Background: an optimization exercise with open tools, aiming at small area, a short achievable clock period and few clock cycles. Do not read the settings as production practice. RTL that was checked went through simulation tests only; none was proved equivalent to the original. The RTL of run 4 was laid out without a check of its function. Power is estimated from default activity; no workload was simulated.

==> design/flow/design.v <==
package rca_pkg;
	typedef struct packed {
		logic [31:0] int_part;
		logic [31:0] frac_part;
	} rca_in_t;
	typedef struct packed {
		logic [6:0] ascii_char;
		logic       last;
	} rca_out_t;
	typedef struct packed {
		logic [4:0] radix;
		logic       int_zero;
	} rca_job_ctl_t;
	localparam logic [4:0] RADIX_RESET = 5'd10;
	localparam logic [4:0] RADIX_MIN   = 5'd2;
	localparam logic [4:0] RADIX_MAX   = 5'd16;
	localparam logic [6:0] DOT_CHAR    = 7'h2E;
	localparam logic [6:0] ZERO_CHAR   = 7'h30;
	localparam logic [6:0] ALPHA_CHAR  = 7'h41;
	function automatic logic [6:0] digit_char(input logic [3:0] d);
		logic [6:0] c;
		if (d < 4'd10) begin
			c = ZERO_CHAR + 7'(d);
		end else begin
			c = ALPHA_CHAR + 7'(d - 4'd10);
		end
		digit_char = c;
	endfunction
endpackage
module radix_conversion_to_ascii #(
	parameter int INT_BITS       = 32,
	parameter int FRAC_BITS      = 32,
	parameter int FRAC_DIGITS    = 10,
	parameter int MAX_INT_DIGITS = 32
) (
	input  logic                clk,
	input  logic                arst_n,
	input  logic                cfg_we,
	input  logic [4:0]          cfg_wdata,
	input  logic                item_valid,
	output logic                item_ready,
	input  logic [63:0]         item_data,    
	output logic                char_valid,
	input  logic                char_ready,
	output logic [7:0]          char_data     
);
	localparam int NF = 14;    
	logic [3:0] rb_q;      
	logic       m10_q;     
	logic       ff16_q;    
	logic       ifast_q;   
	logic       ffast_q;   
	logic       sela_q;    
	logic       selb_q;    
	logic [4:0] cfg_b;
	assign cfg_b = (cfg_wdata[4:1] == 4'd0) ? 5'd2
		: (cfg_wdata[4] && cfg_wdata[3:0] != 4'd0) ? 5'd16 : cfg_wdata;
	always_ff @(posedge clk or negedge arst_n) begin
		if (!arst_n) begin
			rb_q   <= 4'd10;
			m10_q  <= 1'b1;
			ff16_q  <= 1'b0;
			ifast_q <= 1'b1;
			ffast_q <= 1'b1;
			sela_q <= 1'b1;
			selb_q <= 1'b1;
		end else if (cfg_we) begin
			rb_q   <= cfg_b[3:0];
			m10_q  <= (cfg_b == 5'd10);
			ff16_q  <= (cfg_b == 5'd16);
			ifast_q <= (cfg_b == 5'd16) || (cfg_b == 5'd10) || (cfg_b == 5'd8) || (cfg_b == 5'd4) || (cfg_b == 5'd2);
			ffast_q <= (cfg_b == 5'd16) || (cfg_b == 5'd10) || (cfg_b == 5'd8) || (cfg_b == 5'd2);
			sela_q <= (cfg_b == 5'd10) || (cfg_b == 5'd8);
			selb_q <= (cfg_b == 5'd10) || (cfg_b == 5'd2);
		end
	end
	logic       ifast, ffast, sub4;
	logic [3:0] gb;
	logic m8_q, m16_q, ff2_q, sub2_q, sub3_q;
	assign m8_q   = sela_q && !m10_q;
	assign ff2_q  = selb_q && !m10_q;
	assign m16_q  = ifast_q && !sela_q;
	assign sub2_q = (rb_q == 4'd4);
	assign sub3_q = (rb_q == 4'd3);
	assign sub4  = ff2_q;
	assign ifast = ifast_q;
	assign ffast = ffast_q;
	assign gb    = sub3_q ? 4'd9 : rb_q;
	function automatic logic [6:0] glyph(input logic [3:0] d);
		case (d)
			4'd0: glyph = 7'h30;  4'd1: glyph = 7'h31;  4'd2: glyph = 7'h32;  4'd3: glyph = 7'h33;
			4'd4: glyph = 7'h34;  4'd5: glyph = 7'h35;  4'd6: glyph = 7'h36;  4'd7: glyph = 7'h37;
			4'd8: glyph = 7'h38;  4'd9: glyph = 7'h39;  4'd10: glyph = 7'h41; 4'd11: glyph = 7'h42;
			4'd12: glyph = 7'h43; 4'd13: glyph = 7'h44; 4'd14: glyph = 7'h45; default: glyph = 7'h46;
		endcase
	endfunction
	function automatic logic [3:0] add3(input logic [3:0] d);
		add3[3] = d[3] | (d[2] & (d[1] | d[0]));
		add3[2] = (d[3] & d[0]) | (d[2] & !d[1] & !d[0]);
		add3[1] = (d[3] & !d[0]) | (!d[2] & d[1]) | (d[1] & d[0]);
		add3[0] = (d[3] & !d[0]) | (!d[3] & !d[2] & d[0]) | (d[2] & d[1] & !d[0]);
	endfunction
	function automatic logic [39:0] dstep(input logic [39:0] a, input logic bin);
		logic       c;
		logic [3:0] t;
		c = bin;
		for (int k = 0; k < 10; k++) begin
			t = add3(a[4*k +: 4]);
			dstep[4*k +: 4] = {t[2:0], c};
			c = t[3];
		end
	endfunction
	function automatic logic [7:0] bcd5(input logic [4:0] v);
		bcd5 = 8'h00;
		for (int n = 0; n < 32; n++) begin
			if (v == 5'(n)) bcd5 = {4'(n / 10), 4'(n % 10)};
		end
	endfunction
	function automatic logic [31:0] rev32(input logic [31:0] v);
		for (int n = 0; n < 32; n++) rev32[n] = v[31 - n];
	endfunction
	typedef enum logic [2:0] {C_FREE, C_RUN, C_FIN, C_FIN2, C_DONE, C_BUSY} cst_t;
	typedef enum logic [1:0] {O_IDLE, O_INT, O_DOT, O_FRAC} ost_t;
	cst_t            cst_q, cst_nx;
	ost_t            ost_q, ost_nx;
	logic [4*NF-1:0] acc_q;
	logic [3:0]      j_q;     
	logic [1:0]      sp_q;    
	logic [3:0]      ci_q;    
	logic [5:0]      bc_q;    
	logic [2:0]      ch_q;    
	logic [3:0]      fc_q;    
	logic [3:0]      r_q;     
	logic [31:0]     f_q;
	logic            sv_q;    
	logic            ir_q;
	logic            cv_q;    
	logic [7:0]      cd_q;
	logic            sk_q;    
	logic [7:0]      sd_q;
	logic            go;
	logic            accept;
	logic            int_go;
	logic [3:0]      fv;
	logic [1:0]      sp_start;
	logic [1:0]      sub_max;
	logic [3:0]      idig;
	logic [3:0]      fv3;
	logic            int_end;
	logic            int_fin;
	logic            conv_free;
	logic            start;
	logic            start_slow;
	logic            run_dd;
	logic            run_div;
	logic            iter_last;
	logic [2:0]      chunk_nx;
	logic [4*NF-1:0] acc_ld;
	logic [3:0]      top;
	logic            bc_end;
	logic [35:0]     op_a;
	logic [35:0]     op_b;
	logic [35:0]     sum;
	logic [5:0]      dv;
	logic            dq;
	logic [3:0]      dr;
	logic [4:0]      ms;
	logic            frac_emit;
	logic [3:0]      fdig;
	logic [3:0]      fd_q;    
	logic            emit;
	logic [7:0]      ec;
	logic            out_free;
	assign go         = !sk_q;
	assign accept     = ir_q;
	assign item_ready = ir_q;
	assign char_valid = cv_q;
	assign char_data  = cd_q;
	assign bc_end     = bc_q[5];
	assign int_go = (ost_q == O_INT) || (ost_q == O_IDLE && accept);
	logic [63:0] acc_x;
	assign acc_x = {8'd0, acc_q};
	assign fv    = acc_x[{j_q, 2'b00} +: 4];
	always_comb begin
		sp_start = 2'd0;
		if (sub4) sp_start = fv[3] ? 2'd3 : fv[2] ? 2'd2 : fv[1] ? 2'd1 : 2'd0;
		else if (sub2_q) sp_start = {1'b0, fv[3:2] != 2'd0};
		else if (sub3_q) sp_start = {1'b0, fv[3] | fv[2] | (fv[1] & fv[0])};
	end
	assign sub_max = sub4 ? 2'd3 : (sub2_q || sub3_q) ? 2'd1 : 2'd0;
	always_comb begin
		case ({sp_q[0], fv})
			5'h00: fv3 = 4'd0; 5'h01: fv3 = 4'd1; 5'h02: fv3 = 4'd2;
			5'h03: fv3 = 4'd0; 5'h04: fv3 = 4'd1; 5'h05: fv3 = 4'd2;
			5'h06: fv3 = 4'd0; 5'h07: fv3 = 4'd1; 5'h08: fv3 = 4'd2;
			5'h10: fv3 = 4'd0; 5'h11: fv3 = 4'd0; 5'h12: fv3 = 4'd0;
			5'h13: fv3 = 4'd1; 5'h14: fv3 = 4'd1; 5'h15: fv3 = 4'd1;
			5'h16: fv3 = 4'd2; 5'h17: fv3 = 4'd2; 5'h18: fv3 = 4'd2;
			default: fv3 = 4'd0;
		endcase
	end
	always_comb begin
		if (sub4) idig = {3'b000, fv[sp_q]};
		else if (sub2_q) idig = sp_q[0] ? {2'b00, fv[3:2]} : {2'b00, fv[1:0]};
		else if (sub3_q) idig = fv3;
		else idig = fv;
	end
	assign int_end = (sp_q == 2'd0) && (j_q == 4'd0);
	assign int_fin = int_go && go && int_end;
	always_comb begin
		acc_ld = '0;
		if (m16_q) begin
			acc_ld[31:0] = item_data[63:32];
		end else if (m8_q) begin
			for (int k = 0; k < 11; k++) begin
				acc_ld[4*k +: 3] = 3'({1'b0, item_data[63:32]} >> (3*k));
			end
		end else begin
			acc_ld[7:0] = bcd5(item_data[63:59]);
		end
	end
	always_comb begin
		chunk_nx = 3'd0;
		for (int c = 1; c <= 9; c++) begin
			if (ci_q == 4'(c)) chunk_nx = item_data[61 - 3*c -: 3];
		end
	end
	always_comb begin
		top = 4'd0;
		for (int k = 1; k < NF; k++) begin
			if (acc_q[4*k +: 4] != 4'd0) top = 4'(k);
		end
	end
	assign run_dd    = (cst_q == C_RUN) && m10_q;
	assign run_div   = (cst_q == C_RUN) && !ifast && !bc_end;
	assign iter_last = m10_q ? (ci_q == 4'd10) : (bc_end && ci_q == 4'd13);
	assign conv_free  = !accept && (cst_q == C_FREE || (!sv_q && cst_q != C_BUSY));
	assign start_slow = !ifast && conv_free && (ost_q == O_IDLE);
	assign start      = ifast ? (conv_free || (cst_q == C_BUSY && int_fin)) : start_slow;
	assign op_a = {1'b0, f_q, 3'b000} + {3'b000, f_q, 1'b0};
	assign op_b = ff16_q ? {f_q, 4'b0000} : sela_q ? {1'b0, f_q, 3'b000} : {3'b000, f_q, 1'b0};
	assign sum  = m10_q ? op_a : op_b;
	assign dv = {1'b0, r_q, f_q[0]} - {2'b00, gb};
	assign dq = !dv[5];
	assign dr = dq ? dv[3:0] : {r_q[2:0], f_q[0]};
	assign ms = {1'b0, r_q} + (f_q[0] ? {1'b0, rb_q} : 5'd0);
	assign frac_emit = (ost_q == O_FRAC) && go && (ffast || bc_end);
	assign fdig      = ffast ? fd_q : r_q;
	always_comb begin
		emit = 1'b0;
		ec   = {7'h2E, 1'b0};
		if (int_go && go) begin
			emit = 1'b1;
			ec   = {glyph(idig), 1'b0};
		end else if (ost_q == O_DOT && go) begin
			emit = 1'b1;
		end else if (frac_emit) begin
			emit = 1'b1;
			ec   = {glyph(fdig), fc_q == 4'd9};
		end
	end
	assign out_free = !cv_q || char_ready;
	always_comb begin
		cst_nx = cst_q;
		ost_nx = ost_q;
		case (cst_q)
			C_BUSY: if (int_fin) cst_nx = start ? (m10_q ? C_RUN : C_FIN) : C_FREE;
			default: begin
				if (start) cst_nx = (m10_q || !ifast) ? C_RUN : C_FIN;
				else if (cst_q == C_RUN && iter_last) cst_nx = C_FIN;
				else if (cst_q == C_FIN) cst_nx = (sub4 || sub2_q || sub3_q) ? C_FIN2 : C_DONE;
				else if (cst_q == C_FIN2) cst_nx = C_DONE;
				else if (cst_q == C_DONE && accept) cst_nx = int_fin ? C_FREE : C_BUSY;
			end
		endcase
		case (ost_q)
			O_IDLE: if (accept) ost_nx = int_fin ? O_DOT : O_INT;
			O_INT:  if (int_fin) ost_nx = O_DOT;
			O_DOT:  if (go) ost_nx = O_FRAC;
			O_FRAC: if (frac_emit && fc_q == 4'd9) ost_nx = O_IDLE;
			default: ost_nx = O_IDLE;
		endcase
	end
	always_ff @(posedge clk or negedge arst_n) begin
		if (!arst_n) begin
			cst_q <= C_FREE;
			ost_q <= O_IDLE;
			cv_q  <= 1'b0;
			sk_q  <= 1'b0;
			ir_q  <= 1'b0;
			sv_q  <= 1'b0;
		end else begin
			cst_q <= cst_nx;
			ost_q <= ost_nx;
			ir_q  <= (cst_nx == C_DONE) && (ost_nx == O_IDLE) && sv_q;
			if (start) sv_q <= item_valid;
			if (out_free) begin
				cv_q <= sk_q || emit;
				sk_q <= 1'b0;
			end else if (emit) begin
				sk_q <= 1'b1;
			end
		end
	end
	always_ff @(posedge clk) begin
		if (emit) begin
			sd_q <= ec;
		end
		if (out_free) begin
			if (sk_q) begin
				cd_q <= sd_q;
			end else if (emit) begin
				cd_q <= ec;
			end
		end
		if (start) begin
			acc_q <= acc_ld;
			ch_q  <= item_data[58:56];
			ci_q  <= m10_q ? 4'd2 : 4'd0;
		end else if (run_dd) begin
			acc_q[39:0] <= dstep(dstep(dstep(acc_q[39:0], ch_q[2]), ch_q[1]), ch_q[0]);
			ch_q  <= chunk_nx;
			ci_q  <= ci_q + 4'd1;
		end else if (cst_q == C_RUN && !ifast && bc_end) begin
			acc_q <= {r_q, acc_q[4*NF-1:4]};
			ci_q  <= ci_q + 4'd1;
		end
		if (cst_q == C_FIN) begin
			j_q  <= top;
			sp_q <= 2'd0;
		end else if (cst_q == C_FIN2) begin
			sp_q <= sp_start;
		end else if (int_go && go) begin
			if (sp_q != 2'd0) begin
				sp_q <= sp_q - 2'd1;
			end else if (j_q != 4'd0) begin
				j_q  <= j_q - 4'd1;
				sp_q <= sub_max;
			end
		end
		if (start_slow || (ost_q == O_DOT && go) || frac_emit || (cst_q == C_RUN && !ifast && bc_end)) begin
			bc_q <= 6'd0;
			r_q  <= 4'd0;
		end else if (run_div) begin
			r_q  <= dr;
			bc_q <= bc_q + 6'd1;
		end else if (ost_q == O_FRAC && !ffast && !bc_end) begin
			r_q  <= ms[4:1];
			bc_q <= bc_q + 6'd1;
		end
		if ((ost_q == O_DOT || ost_q == O_FRAC) && ffast && go) begin
			f_q  <= sum[31:0];
			fd_q <= sum[35:32];
		end else if (accept) begin
			f_q <= item_data[31:0];
		end else if (start_slow) begin
			f_q <= rev32(item_data[63:32]);
		end else if (run_div || (ost_q == O_FRAC && !ffast && !bc_end)) begin
			f_q <= {run_div ? dq : ms[0], f_q[31:1]};
		end
		if (ost_q == O_DOT && go) begin
			fc_q <= 4'd0;
		end else if (frac_emit) begin
			fc_q <= fc_q + 4'd1;
		end
	end
endmodule
==> design/flow/flow/run.sh <==
#!/bin/bash
# Standard layout, with the timing repair aiming well past the required slack
# and plain buffers on the ports.
set -euo pipefail
bash standard.sh SETUP_SLACK_MARGIN=8.5 "BUFFER_PORTS_ARGS=-buffer_cell sky130_fd_sc_hd__buf_1" finish > standard.log 2>&1
==> design/flow/standard.sh <==
#!/bin/bash
# synth_recipe.tcl (not shown) runs the flow's synth.tcl, then flattens the netlist and writes it again
# the make line also repeats each setting of config.mk as NAME=value (left out here)
make -C /OpenROAD-flow-scripts/flow DESIGN_CONFIG=/design/flow/config.mk WORK_HOME=/design/flow/orfs CLKGATE_MAP_FILE= SYNTH_SCRIPT=/design/flow/synth_recipe.tcl "${@:-finish}"
==> design/flow/config.mk <==
export PLATFORM = sky130hd
export DESIGN_NAME = radix_conversion_to_ascii
export DESIGN_NICKNAME = radix_conversion_to_ascii
export VERILOG_FILES = /design/flow/design.v
export SDC_FILE = /design/flow/constraint.sdc
export NUM_CORES = 4
export LEC_CHECK = 0
export ABC_AREA = 1
export CAP_MARGIN = 40
export CORE_MARGIN = 2
export CORE_UTILIZATION = 40
export SLEW_MARGIN = 40
==> design/flow/constraint.sdc <==
create_clock -name core_clock -period 12.0 [get_ports {clk}]
set_input_delay 2.4000 -clock core_clock [delete_from_list [all_inputs] [get_ports {clk}]]
set_output_delay 2.4000 -clock core_clock [all_outputs]
set_load 0.01 [all_outputs]
==> key figures, run 1 <==
Run status
  • Status: no timing/DRC/antenna violations

GRT
  • Largest net degree at the start of global routing: 43
  • First-pass GRT wire length: 76.75 mm
  • Vias in the first global route: 14160
  • Gr ovfl total: 0
  • Initial antenna violation count: 0
  • GRT Util Overall: 0.2678

Power
  • Pleak: 6.877 nW
  • VDD IR-drop max: 0.1685 mV
  • Power per cell area: 342.6 nW/um^2

Placed design
  • RD Place Congestion: 0.9494
  • Hpwl dp: 37.70 mm
  • Port Buffer Count: 83

Yosys
  • Gate Count Post-Synth: 2124
  • Synth warnings: 1
  • Post-synth EDFFs: 104
  • Async SR Flop Fraction: 0.1234
  • Post-Syn Area: 14120 um^2
  • Share of Yosys cell area claimed by the top area cell type: 0.2212
  • Top post-synthesis cells by area: edfxtp_1, nand2_1, inv_1, o21ai_0, nor2_1
  • Largest area contributor in the netlist: edfxtp_1
  • Syn_nets: 2256
  • Sequential fraction of the synthesis area: 0.2994
  • Post-synthesis cell type count: 70
  • Post-synth top flop: edfxtp_1
  • Yosys reg bits: 154
  • Mean post-synth cell area: 6.648 um^2

Critical path
  • Worst path arrival time: 3.62 ns
  • Largest fanout on the critical path: 7
  • Slowest CP cell: nor3_1
  • CP peak stage delay: 0.20 ns
  • Crit-path cells: buf_2, inv_1, nand2_2, nor2_1, nor3_1, nand3_1, o22ai_1, nand2_1, o211ai_1, o221ai_1
  • WP data required: 12.18 ns
  • Startpoint types: primary input
  • CP endpoint kind: flip-flop
  • Crit path kind: primary input to flip-flop

Cells and area
  • Commonest non-fill, non-tap cell in the layout: nand2_1
  • Diode count: 0
  • Proportion of layout cells with a drive suffix above 1: 0.06600
  • Synth-to-layout area growth: 10.07%
  • Nets: 2316
  • Fill count: 3649
  • Most frequent cells in the layout: nand2_1, inv_1, o21ai_0, nor2_1, a21oi_1

Floorplan
  • # IOs: 84
  • Die area: 36820 um^2
  • Floorplan row count: 68
  • Core ar.: 34630 um^2
  • DIE WIDTH: 191.9 um
  • Initial core utilization: 0.4078
  • Die Ht: 191.9 um

Drt
  • Drt first-iter violations: 1766
  • Routed via count: 15120
  • Top Layer Used: met4
  • Wl on met1: 22.03 mm
  • Metal2 WL: 21.97 mm
  • # DRC: 0
  • Drt total wl: 48.76 mm
  • Met3 Wirelength: 3.113 mm
  • TritonRoute pass-1 iters: 6
  • Via density: 5.702
  • Final ANT Viol Nets: 0
  • WL per Instance: 18.38 um

Hold path
  • Hold Path Class: flip-flop to flip-flop

CTS
  • # H-tree levels: 4
  • CTS buffer count: 17
  • Root Buffer: clkbuf_16
  • Clk buf depth: 2
  • CTS Hold Buffers Added: 0
  • Clock slew at reported path FFs: 0.07 ns
  • CTS tree: done
  • Clock latency (worst-skew pair): 0.44 ns
  • # clock sinks: 154

Timing
  • Final setup fails: 0
  • Setup TNS: 0 ns
  • Clk_skew: 0.01474 ns
  • Final hold violation count: 0
  • Fin crit share: 0.2870
  • Max-slew violation count: 0
  • Final hold slack: 0.4661 ns
  • Final Critical Period: 3.444 ns
  • Rel. slew slack: 0.4400
  • RSZ-0062 raised after global routing: false
  • Worst Tran Pin Value: 0.8391 ns
  • Fmax: 0.2903 GHz

Job
  • Max Cap Viol: 0
-- power breakdown --
part	total (W)	internal, W	switching [W]
clock network	0.000561	0.000323	0.000238
logic	0.00354	0.00113	0.00240
registers	0.00123	0.000960	0.000268
-- worst max-delay path, delay by kind of cell --
kind,cells,cell delay [ns]
compound gates,3,0.36
buf+inv,2,0.31
simple gates,5,0.53
-- registers in the layout, summed over array words and instances, names as in the netlist, 2 cells and up --
register,count
ci_q,4
cst_q,3
rb_q,4
ost_q,2
acc_q,56
cd_q,8
ch_q,3
fc_q,4
j_q,4
f_q,32
sp_q,2
fd_q,4
bc_q,6
sd_q,8
r_q,4
-- cell usage after synthesis (all sizes together), types with 28 or more instances --
library cell    n
nor3           29
clkbuf         31
nand2         509
ha             55
o211ai         31
a21oi         135
o221ai         52
dfxtp          31
o21ai         220
buf            28
nor2          218
edfxtp        104
o22ai          34
nand3         115
inv           357
-- cell families after synthesis --
family | Yosys count | share of synthesized area
flip-flops | 154 | 0.2994
AND/OR/NAND/NOR | 912 | 0.2758
adder cells (fa/ha/maj) | 58 | 0.05299
buffers and inverters | 420 | 0.1179
XOR/XNOR | 14 | 0.008683
multiplexers | 2 | 0.001595
AO/OA/AOI/OAI | 564 | 0.2436
-- area by class of cell --
class	instances	area, um^2	share of cell area
timing repair buffer	100	460.4	0.02962
inverter	361	1380	0.08879
tap	455	569.3	0.03663
multi-input combinational	1550	8310	0.5347
clock inverter	9	82.58	0.005313
sequential	154	4229	0.2721
clock buffer	23	511.7	0.03292
-- through the flow --
stage | instance area, um^2 | power (W) | instances | setup WS [ns] | utilization
6_report | 15540 | 0.005326 | 2652 | 8.556 | 0.4489
2_1_floorplan | 14120 | 0.003774 | 2124 | 8.509 | -
4_1_cts | 15440 | 0.005231 | 2647 | 8.502 | 0.4458
3_3_place_gp | 14790 | 0.004585 | 2614 | 7.908 | 0.4272
3_5_place_dp | 14810 | 0.004653 | 2614 | 7.920 | 0.4276
5_1_grt | 15540 | 0.005828 | 2652 | 8.505 | 0.4489
-- repair_timing --
| item | CTS | global route |
|---|---|---|
| gates resized for setup | 9 | 13 |
| endpoints found under the setup margin | 82 | 24 |
| setup buffers | 1 | 3 |
| cloned | 0 | 0 |
| endpoints found under the hold margin | 0 | 0 |
-- path summary, 6_finish.rpt --
kind / start / endpoint / slack, ns / depth (start not counted)
min in group asynchronous: arst_n / cv_q / 1.92 / 2
max: item_data[60] / acc_q[4] / 8.56 / 10
min reg2reg: bc_q[4] / bc_q[5] / 0.47 / 2
max reg2reg: m10_q / acc_q[24] / 8.70 / 9
max in group asynchronous: arst_n / rb_q[1] / 9.80 / 2
min: bc_q[4] / bc_q[5] / 0.47 / 2
-- metal layers --
metal,vias up,GRT usage
li1,7305,-
met1,7143,0.3677
met2,579,0.4302
met3,95,0.03545
met4,0,0.09645
met5,-,0
Testbench counts, summed over its fixed seeds: cycles 55,027.
==> inputs of run 2 (changes only) <==
==> design/flow/flow/run.sh (replaced) <==
#!/bin/bash
# Standard layout, with the timing repair aiming well past the required slack
# and plain buffers on the ports.
set -euo pipefail
bash standard.sh SETUP_SLACK_MARGIN=8.5 "BUFFER_PORTS_ARGS=-buffer_cell sky130_fd_sc_hd__buf_2" finish > standard.log 2>&1
--- a/design/flow/config.mk
+++ b/design/flow/config.mk
@@ -6,7 +6,7 @@
 export NUM_CORES = 4
 export LEC_CHECK = 0
 export ABC_AREA = 1
-export CAP_MARGIN = 40
+export CAP_MARGIN = 60
 export CORE_MARGIN = 2
 export CORE_UTILIZATION = 40
-export SLEW_MARGIN = 40
+export SLEW_MARGIN = 60
==> run 2 against run 1 <==
Net effect:
- sequential cell count unchanged
- count of clock-buffer cells in the layout decreased by 2
- first-iteration DRC count decreased by 9.9%
==> key figures, run 2 <==
Run status
  • Status: no timing/DRC/antenna violations (unchanged)

Drt
  • Metal2 WL: 22.05 mm (was 21.97 mm)
  • WL per Instance: 18.32 um (was 18.38 um)
  • Drt first-iter violations: 1592 (was 1766)
  • Wl on met1: 21.73 mm (was 22.03 mm)
  • Met3 Wirelength: 3.196 mm (was 3.113 mm)
  • Routed via count: 15070 (was 15120)
  • Final ANT Viol Nets: 0 (unchanged)
  • Top Layer Used: met4 (unchanged)
  • Via density: 5.669 (was 5.702)
  • TritonRoute pass-1 iters: 7 (was 6)
  • # DRC: 0 (unchanged)
  • Drt total wl: 48.71 mm (was 48.76 mm)

Timing
  • Setup TNS: 0 ns (unchanged)
  • Fmax: 0.2921 GHz (was 0.2903 GHz)
  • Max-slew violation count: 0 (unchanged)
  • Final Critical Period: 3.424 ns (was 3.444 ns)
  • Final setup fails: 0 (unchanged)
  • Rel. slew slack: 0.6317 (was 0.4400)
  • Clk_skew: 0.01323 ns (was 0.01474 ns)
  • RSZ-0062 raised after global routing: false (unchanged)
  • Worst Tran Pin Value: 0.5466 ns (was 0.8391 ns)
  • Final hold slack: 0.4652 ns (was 0.4661 ns)
  • Fin crit share: 0.2853 (was 0.2870)
  • Final hold violation count: 0 (unchanged)

GRT
  • Initial antenna violation count: 0 (unchanged)
  • Largest net degree at the start of global routing: 43 (unchanged)
  • Vias in the first global route: 14150 (was 14160)
  • GRT Util Overall: 0.2688 (was 0.2678)
  • Gr ovfl total: 0 (unchanged)
  • First-pass GRT wire length: 76.76 mm (was 76.75 mm)

Critical path
  • WP data required: 9.60 ns (was 12.18 ns)
  • Worst path arrival time: 1.02 ns (was 3.62 ns)
  • CP peak stage delay: 0.43 ns (was 0.20 ns)
  • Reg2reg setup slack: 8.80 ns (was 8.70 ns)
  • Slowest CP cell: dfrtp_2 (was nor3_1)
  • Worst r2r path cells: 20 (was 9)
  • Crit-path cells: buf_2 (was buf_2, inv_1, nand2_2, nor2_1, nor3_1, nand3_1, o22ai_1, nand2_1, o211ai_1, o221ai_1)
  • RR Endpoint: cd_q[2] (was acc_q[24])
  • Largest fanout on the critical path: 2 (was 7)
  • CP delay by family, top: flip-flops (was simple AND/OR/NAND/NOR gates)
  • Reg-to-Reg Start: j_q[2] (was m10_q)
  • CP endpoint kind: output pin (was flip-flop)
  • Crit path buffers/inverters: 1 (was 2)
  • Crit path kind: flip-flop to output pin (was primary input to flip-flop)
  • Startpoint types: flip-flop (was primary input)

Hold path
  • Hold Path Class: flip-flop to flip-flop (unchanged)
  • Hold endpoint: bc_q[4] (was bc_q[5])
  • WHS Path Cells: 2 (unchanged)
  • Hold Startpoint: bc_q[4] (unchanged)

Yosys
  • Async SR Flop Fraction: 0.1234 (unchanged)
  • Mean post-synth cell area: 6.648 um^2 (unchanged)
  • Largest area contributor in the netlist: edfxtp_1 (unchanged)
  • Synth warnings: 1 (unchanged)
  • Post-synth EDFFs: 104 (unchanged)
  • Post-synthesis cell type count: 70 (unchanged)
  • Top cells by count, synth: nand2_1, inv_1, nor2_1 (unchanged)
  • Xor/xnor cell area share of the yosys netlist: 0.008683 (unchanged)
  • Gate Count Post-Synth: 2124 (unchanged)
  • Adder-Cell Fraction of Synth Area: 0.05299 (unchanged)
  • Share of Yosys cell area claimed by the top area cell type: 0.2212 (unchanged)
  • Syn_nets: 2256 (unchanged)
  • Post-Syn Area: 14120 um^2 (unchanged)
  • Top post-synthesis cells by area: edfxtp_1, nand2_1, inv_1, o21ai_0, nor2_1 (unchanged)
  • Most common cell in the netlist: nand2_1 (unchanged)
  • Main combinational cell family by area after synthesis: simple AND/OR/NAND/NOR gates (unchanged)
  • Mux cell area share after synthesis: 0.001595 (unchanged)
  • Post-synth top flop: edfxtp_1 (unchanged)
  • Sequential fraction of the synthesis area: 0.2994 (unchanged)
  • Yosys reg bits: 154 (unchanged)
  • Simple-gate share of the synthesized area: 0.2758 (unchanged)
  • Synth Area in Compound Gates: 0.2436 (unchanged)

Cells and area
  • Reg area: 4230 um^2 (was 4229 um^2)
  • Design area: 15690 um^2 (was 15540 um^2)
  • Synth-to-layout area growth: 11.09% (was 10.07%)
  • Diode count: 0 (unchanged)
  • Max reg flops: 56 (unchanged)
  • Nets: 2322 (was 2316)
  • Area of the multi-input gates: 8337 um^2 (was 8310 um^2)
  • Fill count: 3647 (was 3649)
  • Largest Register: acc_q (unchanged)
  • Non-Filler Instances: 2658 (was 2652)
  • Most frequent cells in the layout: nand2_1, inv_1, o21ai_0, nor2_1, a21oi_1 (unchanged)
  • Proportion of layout cells with a drive suffix above 1: 0.1108 (was 0.06600)
  • Top Registers: acc_q x56, f_q x32 (unchanged)
  • Commonest non-fill, non-tap cell in the layout: nand2_1 (unchanged)

Job
  • Max Cap Viol: 0 (unchanged)

Placed design
  • Inst Count DP: 2617 (was 2614)
  • RD Place Congestion: 0.9387 (was 0.9494)
  • Hpwl dp: 37.90 mm (was 37.70 mm)
  • Cell Area, Placed: 14960 um^2 (was 14810 um^2)
  • Port Buffer Count: 83 (unchanged)

Floorplan
  • Die Ht: 191.9 um (unchanged)
  • # IOs: 84 (unchanged)
  • DIE WIDTH: 191.9 um (unchanged)
  • Die area: 36820 um^2 (unchanged)
  • Floorplan row count: 68 (unchanged)
  • Core ar.: 34630 um^2 (unchanged)
  • Initial core utilization: 0.4078 (unchanged)

CTS
  • Root Buffer: clkbuf_16 (unchanged)
  • # H-tree levels: 4 (unchanged)
  • # clock sinks: 154 (unchanged)
  • Clock latency (worst-skew pair): 0.46 ns (was 0.44 ns)
  • Clock slew at reported path FFs: 0.07 ns (about the same)
  • Clk buf depth: 2 (unchanged)
  • CTS buffer count: 17 (unchanged)
  • CTS tree: done (unchanged)

Power
  • Pleak: 7.125 nW (was 6.877 nW)
  • Internal power: 0.002403 W (was 0.002415 W)
  • Combinational power share: 0.665 (was 0.664)
  • VDD IR-drop max: 0.1575 mV (was 0.1685 mV)
  • Total power: 0.005310 W (was 0.005326 W)
  • Switching power share of the total: 0.5474 (was 0.5466)
  • Power share of the clock group: 0.102 (was 0.105)
  • Psw: 0.002907 W (was 0.002911 W)
  • Power per cell area: 338.5 nW/um^2 (was 342.6 nW/um^2)
  • Reg power frac: 0.232 (was 0.230)
## run 2: cell counts after synthesis
No cell type changed its count.
## run 2: worst max path at each step
stage	from	endpoint	slack, ns	cells past startpoint
floorplan	item_data[63]	acc_q[4]	8.51	9
global placement	j_q[0]	acc_q[19]	7.57	11
detailed placement	item_data[63]	acc_q[4]	8.05	10
CTS	item_data[63]	acc_q[4]	8.52	10
global route	item_data[60]	acc_q[4]	8.49	10
finish	ir_q	item_ready	8.58	1
## run 2: area by class of cell
cell class / instances / area share
sequential: 154 / 0.2697
timing repair buffer: 106 / 0.03757
clock buffer: 21 / 0.03206
tap: 455 / 0.03629
multi-input combinational: 1550 / 0.5314
clock inverter: 11 / 0.004865
inverter: 361 / 0.08813
## run 2: worst min-delay path, stage by stage, from the launching register on
cell and delay (ns):
dfxtp_1 0.31, inv_1 0.06, a21oi_1 0.05
## run 2: stage by stage
step / worst slack (ns) / util
2_1_floorplan: 8.509 / -
3_3_place_gp: 7.572 / 0.4298
3_5_place_dp: 8.047 / 0.4321
4_1_cts: 8.525 / 0.4501
5_1_grt: 8.494 / 0.4530
6_report: 8.576 / 0.4530
## run 2: timing repair
action	in CTS	in global routing
hold buffers	0	0
endpoints found under the setup margin	81	28
buffers inserted	2	7
resized for setup	7	8
pin swaps	0	2
## run 2: cells by family after synthesis
| logic type | after synthesis |
|---|---|
| flops | 154 |
| mux | 2 |
| buf+inv | 420 |
| xor+xnor | 14 |
| simple gates | 912 |
| fa+ha+maj | 58 |
| compound gates | 564 |
## run 2: routing by layer
metal  global-route usage  vias to the layer above
met1               0.3658                     7099
met2               0.4275                      541
met3              0.04312                       93
li1                     -                     7334
met5                    0                        -
met4               0.1027                        0
## run 2: power by group through the flow
stage	logic, W	clock network [W]	registers, W
after floorplan	0.00265	0	0.00113
after global placement	0.00333	0	0.00125
after detailed placement	0.00343	0	0.00124
after CTS	0.00347	0.000551	0.00122
after global routing	0.00399	0.000570	0.00126
final	0.00353	0.000544	0.00123
==> inputs of run 3 (changes only) <==
==> design/flow/flow/run.sh (replaced) <==
#!/bin/bash
# Standard layout, with the timing repair aiming well past the required slack
# and plain buffers on the ports.
set -euo pipefail
bash standard.sh SETUP_SLACK_MARGIN=8.2 "BUFFER_PORTS_ARGS=-buffer_cell sky130_fd_sc_hd__buf_1" finish > standard.log 2>&1
==> run 3 against run 2 <==
Net effect:
- sequential share of layout area grew 0.30 points
- global-route usage fell by 0.52 points
- clock power is essentially flat
- worst hold slack got worse by 0.0033 ns
- worst setup slack worse by 0.16 ns
- via count shrank 0.74%
- sequential cell count unchanged
- count of clock-buffer cells in the layout did not move
- combinational power about the same
- critical path depth stayed put
- register-to-register slack worse by 0.35 ns
- sequential power about the same
- largest power group unchanged
==> key figures, run 3 <==
Timing
  • Max-slew violation count: 0 (unchanged)
  • Fin crit share: 0.2989 (was 0.2853)
  • Final Critical Period: 3.586 ns (was 3.424 ns)
  • Clk_skew: 0.01138 ns (was 0.01323 ns)
  • RSZ-0062 raised after global routing: false (unchanged)
  • Fmax: 0.2788 GHz (was 0.2921 GHz)
  • Worst setup margin: 8.414 ns (was 8.576 ns)
  • Final hold violation count: 0 (unchanged)
  • Setup TNS: 0 ns (unchanged)
  • Worst Tran Pin Value: 0.5813 ns (was 0.5466 ns)
  • Final setup fails: 0 (unchanged)
  • Rel. slew slack: 0.6096 (was 0.6317)

Critical path
  • CP endpoint kind: output pin (unchanged)
  • CP delay by family, top: flip-flops (unchanged)
  • CP peak stage delay: 0.52 ns (was 0.43 ns)
  • Worst path arrival time: 1.19 ns (was 1.02 ns)
  • Crit-path cells: buf_1 (was buf_2)
  • Startpoint types: flip-flop (unchanged)
  • Crit path kind: flip-flop to output pin (unchanged)
  • Slowest CP cell: dfrtp_1 (was dfrtp_2)
  • WP data required: 9.60 ns (about the same)
  • Largest fanout on the critical path: 7 (was 2)
  • Crit path buffers/inverters: 1 (unchanged)

Yosys
  • Yosys reg bits: 154 (unchanged)
  • Async SR Flop Fraction: 0.1234 (unchanged)
  • Share of Yosys cell area claimed by the top area cell type: 0.2212 (unchanged)
  • Syn_nets: 2256 (unchanged)
  • Mean post-synth cell area: 6.648 um^2 (unchanged)
  • Post-Syn Area: 14120 um^2 (unchanged)
  • Post-synthesis cell type count: 70 (unchanged)
  • Post-synth EDFFs: 104 (unchanged)
  • Most common cell in the netlist: nand2_1 (unchanged)
  • Synth warnings: 1 (unchanged)
  • Sequential fraction of the synthesis area: 0.2994 (unchanged)
  • Top cells by count, synth: nand2_1, inv_1, nor2_1 (unchanged)
  • Largest area contributor in the netlist: edfxtp_1 (unchanged)
  • Top post-synthesis cells by area: edfxtp_1, nand2_1, inv_1, o21ai_0, nor2_1 (unchanged)
  • Gate Count Post-Synth: 2124 (unchanged)
  • Post-synth top flop: edfxtp_1 (unchanged)

Drt
  • TritonRoute pass-1 iters: 6 (was 7)
  • WL per Instance: 18.06 um (was 18.32 um)
  • Drt first-iter violations: 1651 (was 1592)
  • Via density: 5.646 (was 5.669)
  • # DRC: 0 (unchanged)
  • Final ANT Viol Nets: 0 (unchanged)
  • Routed via count: 14960 (was 15070)
  • Drt total wl: 47.84 mm (was 48.71 mm)

Run status
  • Status: no timing/DRC/antenna violations (unchanged)

Placed design
  • Hpwl dp: 37.37 mm (was 37.90 mm)
  • Setup WS pre-CTS: 7.717 ns (was 8.047 ns)
  • Cell Area, Placed: 14860 um^2 (was 14960 um^2)
  • Port Buffer Count: 83 (unchanged)
  • RD Place Congestion: 0.9415 (was 0.9387)

Floorplan
  • Floorplan row count: 68 (unchanged)
  • DIE WIDTH: 191.9 um (unchanged)
  • Die area: 36820 um^2 (unchanged)
  • Die Ht: 191.9 um (unchanged)
  • Initial core utilization: 0.4078 (unchanged)
  • Core ar.: 34630 um^2 (unchanged)
  • # IOs: 84 (unchanged)

Cells and area
  • Fill count: 3626 (was 3647)
  • Largest Register: acc_q (unchanged)
  • Area of the multi-input gates: 8330 um^2 (was 8337 um^2)
  • Reg area: 4228 um^2 (was 4230 um^2)
  • Top Registers: acc_q x56, f_q x32 (unchanged)
  • Commonest non-fill, non-tap cell in the layout: nand2_1 (unchanged)
  • Diode count: 0 (unchanged)
  • Final core utilization: 0.4477 (was 0.4530)
  • Most frequent cells in the layout: nand2_1, inv_1, nor2_1, o21ai_0, a21oi_1 (was nand2_1, inv_1, o21ai_0, nor2_1, a21oi_1)
  • Max reg flops: 56 (unchanged)
  • Design area: 15500 um^2 (was 15690 um^2)
  • Proportion of layout cells with a drive suffix above 1: 0.06837 (was 0.1108)
  • Synth-to-layout area growth: 9.791% (was 11.09%)
  • Nets: 2313 (was 2322)

CTS
  • # clock sinks: 154 (unchanged)
  • Clock slew at reported path FFs: 0.06 ns (was 0.07 ns)
  • # H-tree levels: 4 (unchanged)
  • Clock latency (worst-skew pair): 0.44 ns (was 0.46 ns)
  • CTS tree: done (unchanged)
  • Root Buffer: clkbuf_16 (unchanged)
  • CTS buffer count: 17 (unchanged)
  • Clk buf depth: 2 (unchanged)
  • CTS Hold Buffers Added: 0 (unchanged)

Power
  • Total power: 0.005279 W (was 0.005310 W)
  • Power per cell area: 340.5 nW/um^2 (was 338.5 nW/um^2)
  • VDD IR-drop max: 0.1754 mV (was 0.1575 mV)
  • Pleak: 6.865 nW (was 7.125 nW)

GRT
  • GRT Util Overall: 0.2636 (was 0.2688)
  • Vias in the first global route: 13880 (was 14150)
  • First-pass GRT wire length: 75.24 mm (was 76.76 mm)
  • Gr ovfl total: 0 (unchanged)
  • Initial antenna violation count: 0 (unchanged)
  • Largest net degree at the start of global routing: 43 (unchanged)

Job
  • Max Cap Viol: 0 (unchanged)

Hold path
  • Hold Path Class: flip-flop to flip-flop (unchanged)
## run 3: cell types whose count changed in the layout (fill, tap and decap cells not counted), moves of 3 or more
cell and delta:
inv_4 -4, clkinv_2 +3, buf_1 +80, buf_4 -8, buf_2 -81
## run 3: timing repair
action                     in CTS  in global routing
buffers inserted                0                  1
setup endpoints to repair       1                 26
gates resized for setup         1                  7
## run 3: worst register-to-register path, cell delays in order, from the launching register on
cell and delay, ns:
edfxtp_1 0.36, buf_4 0.27, inv_4 0.26, ha_1 0.18, nor3b_2 0.26, nand2_1 0.21, nor2_4 0.20, nand2_2 0.09
nand2_2 0.09, nand2_4 0.24, inv_6 0.27, nor2_2 0.05, buf_4 0.25, inv_2 0.27, a311o_1 0.19, o2111ai_1 0.10
## run 3: layout make-up
class                   instances  share of cell area
multi-input cells            1550              0.5373
flip-flops and latches        154              0.2727
inverters                     361             0.08869
well taps                     455             0.03672
clock buffers                  21             0.03244
repair buffers                 97             0.02704
clock inverters                11            0.005084
## run 3: worst paths after layout
kind	from	endpoint	slack [ns]	cells past startpoint
setup / recovery	ir_q	item_ready	8.41	1
hold / removal	bc_q[4]	bc_q[4]	0.46	2
setup reg to reg	j_q[0]	acc_q[24]	8.45	15
hold reg to reg	bc_q[4]	bc_q[4]	0.46	2
max in group asynchronous	arst_n	rb_q[3]	9.81	2
min in group asynchronous	arst_n	ost_q[0]	1.91	2
## run 3: report_power, final
group	total (W)	switching (W)	internal (W)
clock	0.000543	0.000241	0.000303
combinational	0.00351	0.00239	0.00112
sequential	0.00122	0.000263	0.000959
total	0.00528	0.00289	0.00239
## run 3: kinds of logic after synthesis
group | share of synthesized area
buf+inv | 0.1179
flops | 0.2994
xor+xnor | 0.008683
compound gates | 0.2436
simple gates | 0.2758
mux | 0.001595
fa+ha+maj | 0.05299
## run 3: per-stage QoR
step,instances,hold slack (ns)
3_3_place_gp,2614,0.4477
2_1_floorplan,2124,0.4385
4_1_cts,2646,0.4651
3_5_place_dp,2614,0.4530
6_report,2649,0.4620
5_1_grt,2649,0.4804
## run 3: per-layer routing
layer	global-route usage	vias up	share of wire
li1	-	7322	-
met2	0.4247	583	0.46
met5	0	-	0
met1	0.3658	6988	0.44
met3	0.03234	63	0.074
met4	0.08669	0	0.027
==> inputs of run 4 (changes only) <==
--- a/design/flow/design.v
+++ b/design/flow/design.v
@@ -50,6 +50,8 @@
 	logic       ff16_q;    
 	logic       ifast_q;   
 	logic       ffast_q;   
+	logic       m8_q;      
+	logic       m16_q;     
 	logic       sela_q;    
 	logic       selb_q;    
 	logic [4:0] cfg_b;
@@ -62,6 +64,8 @@
 			ff16_q  <= 1'b0;
 			ifast_q <= 1'b1;
 			ffast_q <= 1'b1;
+			m8_q    <= 1'b0;
+			m16_q   <= 1'b0;
 			sela_q <= 1'b1;
 			selb_q <= 1'b1;
 		end else if (cfg_we) begin
@@ -70,16 +74,16 @@
 			ff16_q  <= (cfg_b == 5'd16);
 			ifast_q <= (cfg_b == 5'd16) || (cfg_b == 5'd10) || (cfg_b == 5'd8) || (cfg_b == 5'd4) || (cfg_b == 5'd2);
 			ffast_q <= (cfg_b == 5'd16) || (cfg_b == 5'd10) || (cfg_b == 5'd8) || (cfg_b == 5'd2);
+			m8_q    <= (cfg_b == 5'd8);
+			m16_q   <= (cfg_b == 5'd16) || (cfg_b == 5'd4) || (cfg_b == 5'd2);
 			sela_q <= (cfg_b == 5'd10) || (cfg_b == 5'd8);
 			selb_q <= (cfg_b == 5'd10) || (cfg_b == 5'd2);
 		end
 	end
 	logic       ifast, ffast, sub4;
 	logic [3:0] gb;
-	logic m8_q, m16_q, ff2_q, sub2_q, sub3_q;
-	assign m8_q   = sela_q && !m10_q;
+	logic ff2_q, sub2_q, sub3_q;
 	assign ff2_q  = selb_q && !m10_q;
-	assign m16_q  = ifast_q && !sela_q;
 	assign sub2_q = (rb_q == 4'd4);
 	assign sub3_q = (rb_q == 4'd3);
 	assign sub4  = ff2_q;
==> design/flow/flow/run.sh (replaced) <==
#!/bin/bash
# Standard layout, with the timing repair aiming well past the required slack
# and plain buffers on the ports.
set -euo pipefail
bash standard.sh SETUP_SLACK_MARGIN=8.5 "BUFFER_PORTS_ARGS=-buffer_cell sky130_fd_sc_hd__buf_1" finish > standard.log 2>&1
==> run 4 against run 3 <==
Net effect:
- first-iteration DRC count decreased by 1.9%
- sequential share of layout area barely moved
- count of clock-buffer cells in the layout is 3 lower
- combinational power fell by 32%
- wire length grew 6.2%
- via count grew 3.5%
- sequential power shrank 15%
- cell area grew 1.3%
- worst setup slack improved by 0.15 ns
- global-route usage grew 1.2 points
- register-to-register slack better by 0.34 ns
- critical path type unchanged
- highest routed layer unchanged
==> key figures, run 4 <==
Run status
  • Status: no timing/DRC/antenna violations (unchanged)

Drt
  • WL per Instance: 18.85 um (was 18.06 um)
  • Top Layer Used: met4 (unchanged)
  • Routed via count: 15480 (was 14960)
  • Drt total wl: 50.82 mm (was 47.84 mm)
  • Met3 Wirelength: 3.754 mm (was 3.542 mm)
  • # DRC: 0 (unchanged)
  • Drt first-iter violations: 1619 (was 1651)
  • Wl on met1: 22.69 mm (was 21.24 mm)
  • Metal2 WL: 22.75 mm (was 21.78 mm)
  • Via density: 5.742 (was 5.646)
  • Final ANT Viol Nets: 0 (unchanged)
  • TritonRoute pass-1 iters: 6 (unchanged)

Cells and area
  • Diode count: 0 (unchanged)
  • Max reg flops: 56 (unchanged)
  • Proportion of layout cells with a drive suffix above 1: 0.06980 (was 0.06837)
  • Commonest non-fill, non-tap cell in the layout: nand2_1 (unchanged)
  • Non-Filler Instances: 2696 (was 2649)
  • Most frequent cells in the layout: nand2_1, inv_1, o21ai_0, nor2_1, a21oi_1 (was nand2_1, inv_1, nor2_1, o21ai_0, a21oi_1)
  • Nets: 2354 (was 2313)
  • Largest Register: acc_q (unchanged)
  • Synth-to-layout area growth: 9.754% (was 9.791%)
  • Fill count: 3709 (was 3626)
  • Top Registers: acc_q x56, f_q x32 (unchanged)

Power
  • Reg power frac: 0.259 (was 0.232)
  • VDD IR-drop max: 0.1368 mV (was 0.1754 mV)
  • Pleak: 6.878 nW (was 6.865 nW)
  • Combinational power share: 0.598 (was 0.665)
  • Power per cell area: 254.4 nW/um^2 (was 340.5 nW/um^2)
  • Total power: 0.003998 W (was 0.005279 W)
  • Power share of the clock group: 0.142 (was 0.103)
  • Internal power: 0.001927 W (was 0.002386 W)
  • Switching power share of the total: 0.5180 (was 0.5480)
  • Psw: 0.002071 W (was 0.002893 W)

CTS
  • # clock sinks: 156 (was 154)
  • Clk buf depth: 2 (unchanged)
  • # H-tree levels: 4 (unchanged)
  • Root Buffer: clkbuf_16 (unchanged)
  • CTS buffer count: 17 (unchanged)
  • CTS tree: done (unchanged)
  • CTS Hold Buffers Added: 0 (unchanged)
  • Clock latency (worst-skew pair): 0.46 ns (was 0.44 ns)
  • Clock slew at reported path FFs: 0.08 ns (was 0.06 ns)

Critical path
  • Worst path arrival time: 1.03 ns (was 1.19 ns)
  • Crit path buffers/inverters: 1 (unchanged)
  • Crit-path cells: buf_1 (unchanged)
  • CP peak stage delay: 0.44 ns (was 0.52 ns)
  • Startpoint types: flip-flop (unchanged)
  • CP endpoint kind: output pin (unchanged)
  • Slowest CP cell: dfrtp_2 (was dfrtp_1)
  • WP data required: 9.60 ns (about the same)
  • Crit path kind: flip-flop to output pin (unchanged)
  • CP delay by family, top: flip-flops (unchanged)
  • Largest fanout on the critical path: 2 (was 7)
  • Reg2reg setup slack: 8.79 ns (was 8.45 ns)

Placed design
  • RD Place Congestion: 1.023 (was 0.9415)
  • Inst Count DP: 2655 (was 2614)
  • Setup WS pre-CTS: 7.983 ns (was 7.717 ns)
  • Port Buffer Count: 83 (unchanged)
  • Hpwl dp: 38.69 mm (was 37.37 mm)

Yosys
  • Post-synth top flop: edfxtp_1 (unchanged)
  • Mean post-synth cell area: 6.622 um^2 (was 6.648 um^2)
  • Share of Yosys cell area claimed by the top area cell type: 0.2181 (was 0.2212)
  • Top post-synthesis cells by area: edfxtp_1, nand2_1, inv_1, o21ai_0, nor2_1 (unchanged)
  • Async SR Flop Fraction: 0.1346 (was 0.1234)
  • Gate Count Post-Synth: 2162 (was 2124)
  • Sequential fraction of the synthesis area: 0.2988 (was 0.2994)
  • Top cells by count, synth: nand2_1, inv_1, o21ai_0 (was nand2_1, inv_1, nor2_1)
  • Yosys reg bits: 156 (was 154)
  • Post-Syn Area: 14320 um^2 (was 14120 um^2)
  • Largest area contributor in the netlist: edfxtp_1 (unchanged)
  • Synth warnings: 1 (unchanged)
  • Post-synthesis cell type count: 72 (was 70)
  • Syn_nets: 2294 (was 2256)
  • Most common cell in the netlist: nand2_1 (unchanged)
  • Post-synth EDFFs: 104 (unchanged)

Job
  • Max Cap Viol: 0 (unchanged)

Floorplan
  • Floorplan row count: 69 (was 68)
  • # IOs: 84 (unchanged)
  • Core ar.: 35400 um^2 (was 34630 um^2)
  • Die area: 37320 um^2 (was 36820 um^2)
  • Die Ht: 193.2 um (was 191.9 um)
  • Initial core utilization: 0.4045 (was 0.4078)
  • DIE WIDTH: 193.2 um (was 191.9 um)

Timing
  • RSZ-0062 raised after global routing: true (was false)
  • Max-slew violation count: 0 (unchanged)
  • Fmax: 0.2912 GHz (was 0.2788 GHz)
  • Setup TNS: 0 ns (unchanged)
  • Clk_skew: 0.01757 ns (was 0.01138 ns)
  • Final Critical Period: 3.434 ns (was 3.586 ns)
  • Rel. slew slack: 0.6266 (was 0.6096)
  • Final hold violation count: 0 (unchanged)
  • Final hold slack: 0.4684 ns (was 0.4620 ns)
  • Final setup fails: 0 (unchanged)
  • Worst setup margin: 8.566 ns (was 8.414 ns)
  • Fin crit share: 0.2862 (was 0.2989)
  • Worst Tran Pin Value: 0.5601 ns (was 0.5813 ns)

GRT
  • Initial antenna violation count: 0 (unchanged)
  • Vias in the first global route: 14400 (was 13880)
  • First-pass GRT wire length: 78.97 mm (was 75.24 mm)
  • Largest net degree at the start of global routing: 49 (was 43)
  • Gr ovfl total: 0 (unchanged)
  • GRT Util Overall: 0.2752 (was 0.2636)

Hold path
  • Hold Path Class: flip-flop to flip-flop (unchanged)
## run 4: area by class of cell
cell class,count,area (um^2),share of cell area
Timing Repair Buffer,101,455.4,0.02899
Inverter,349,1341,0.08536
Clock buffer,18,439.2,0.02795
Clock inverter,14,146.4,0.009317
Multi-Input combinational cell,1597,8473,0.5393
Sequential cell,156,4280,0.2724
Tap cell,461,576.8,0.03671
## run 4: cells by family (layout without fill, tap and decap cells)
family | Yosys count | after routing | synth area share
adder cells (fa/ha/maj) | 58 | 58 | 0.05226
AO/OA/AOI/OAI | 585 | 585 | 0.2462
flip-flops | 156 | 156 | 0.2988
buffers and inverters | 409 | 482 | 0.1139
AND/OR/NAND/NOR | 938 | 938 | 0.2785
multiplexers | 3 | 3 | 0.002360
XOR/XNOR | 13 | 13 | 0.007953
## run 4: worst paths after layout
kind / end / from / cells after the start
hold reg to reg: bc_q[4] / bc_q[4] / 2
max in group asynchronous: ffast_q / arst_n / 2
hold / removal: bc_q[4] / bc_q[4] / 2
setup / recovery: item_ready / ir_q / 1
setup reg to reg: cd_q[2] / j_q[1] / 20
min in group asynchronous: cv_q / arst_n / 2
## run 4: power groups by stage
stage | Sequential [W] | Clock (W) | Combinational, W
floorplan | 0.000970 | 0 | 0.00176
global placement | 0.00105 | 0 | 0.00227
detailed placement | 0.00105 | 0 | 0.00232
CTS | 0.00104 | 0.000575 | 0.00233
global route | 0.00106 | 0.000594 | 0.00269
finish | 0.00104 | 0.000569 | 0.00239
## run 4: stage by stage
stage          utilization  area, um^2
2_1_floorplan            -       14320
3_3_place_gp        0.4230       14970
3_5_place_dp        0.4245       15030
4_1_cts             0.4423       15660
5_1_grt             0.4439       15710
6_report            0.4439       15710
## run 4: timing repair
action | in CTS | in global routing
endpoints found under the setup margin | 7 | 19
resized for setup | 4 | 4
buffers inserted | 5 | 4
## run 4: layer usage
metal	global-route usage	vias to the layer above
met5	0	-
met4	0.1029	0
met3	0.04688	95
met2	0.4365	610
met1	0.3752	7327
li1	-	7448

[re-timing with driven ports]
No port has a modelled driver above. Below, the same layouts with a new extraction and two added sets of constraints. Step 1 (the two cells are an assumption about what drives the block):
set clk [get_ports {clk}]
set_driving_cell -lib_cell sky130_fd_sc_hd__clkbuf_16 $clk
set_driving_cell -lib_cell sky130_fd_sc_hd__buf_2 [delete_from_list [all_inputs] $clk]
Step 2, shift: input delay + t, output delay - t, t = (earliest + latest rising clock arrival at the registers) / 2. This alone moves slack from input paths to output paths. Three values: no drivers, after step 1, after step 2; two values: the first two.
| run | t (ns) | setup WS [ns] | latest minus earliest clock arrival (ns) | worst data-port slew with drivers (ns) | cell pins on the clock port's net |
|---|---|---|---|---|---|
| run 1 | 0.487 | 8.556 / 8.522 / 8.100 | 0.015 / 0.015 | 0.06 | 1 |
| run 2 | 0.502 | 8.576 / 8.527 / 8.133 | 0.014 / 0.013 | 0.06 | 1 |
| run 3 | 0.492 | 8.414 / 8.360 / 8.029 | 0.012 / 0.012 | 0.05 | 1 |
| run 4 | 0.508 | 8.566 / 8.511 / 8.170 | 0.017 / 0.017 | 0.07 | 1 |
After both steps every run listed still meets setup and hold. The setup slack of run 1, which loses most, moves by -0.034 ns with the drivers and by -0.456 ns with both steps.
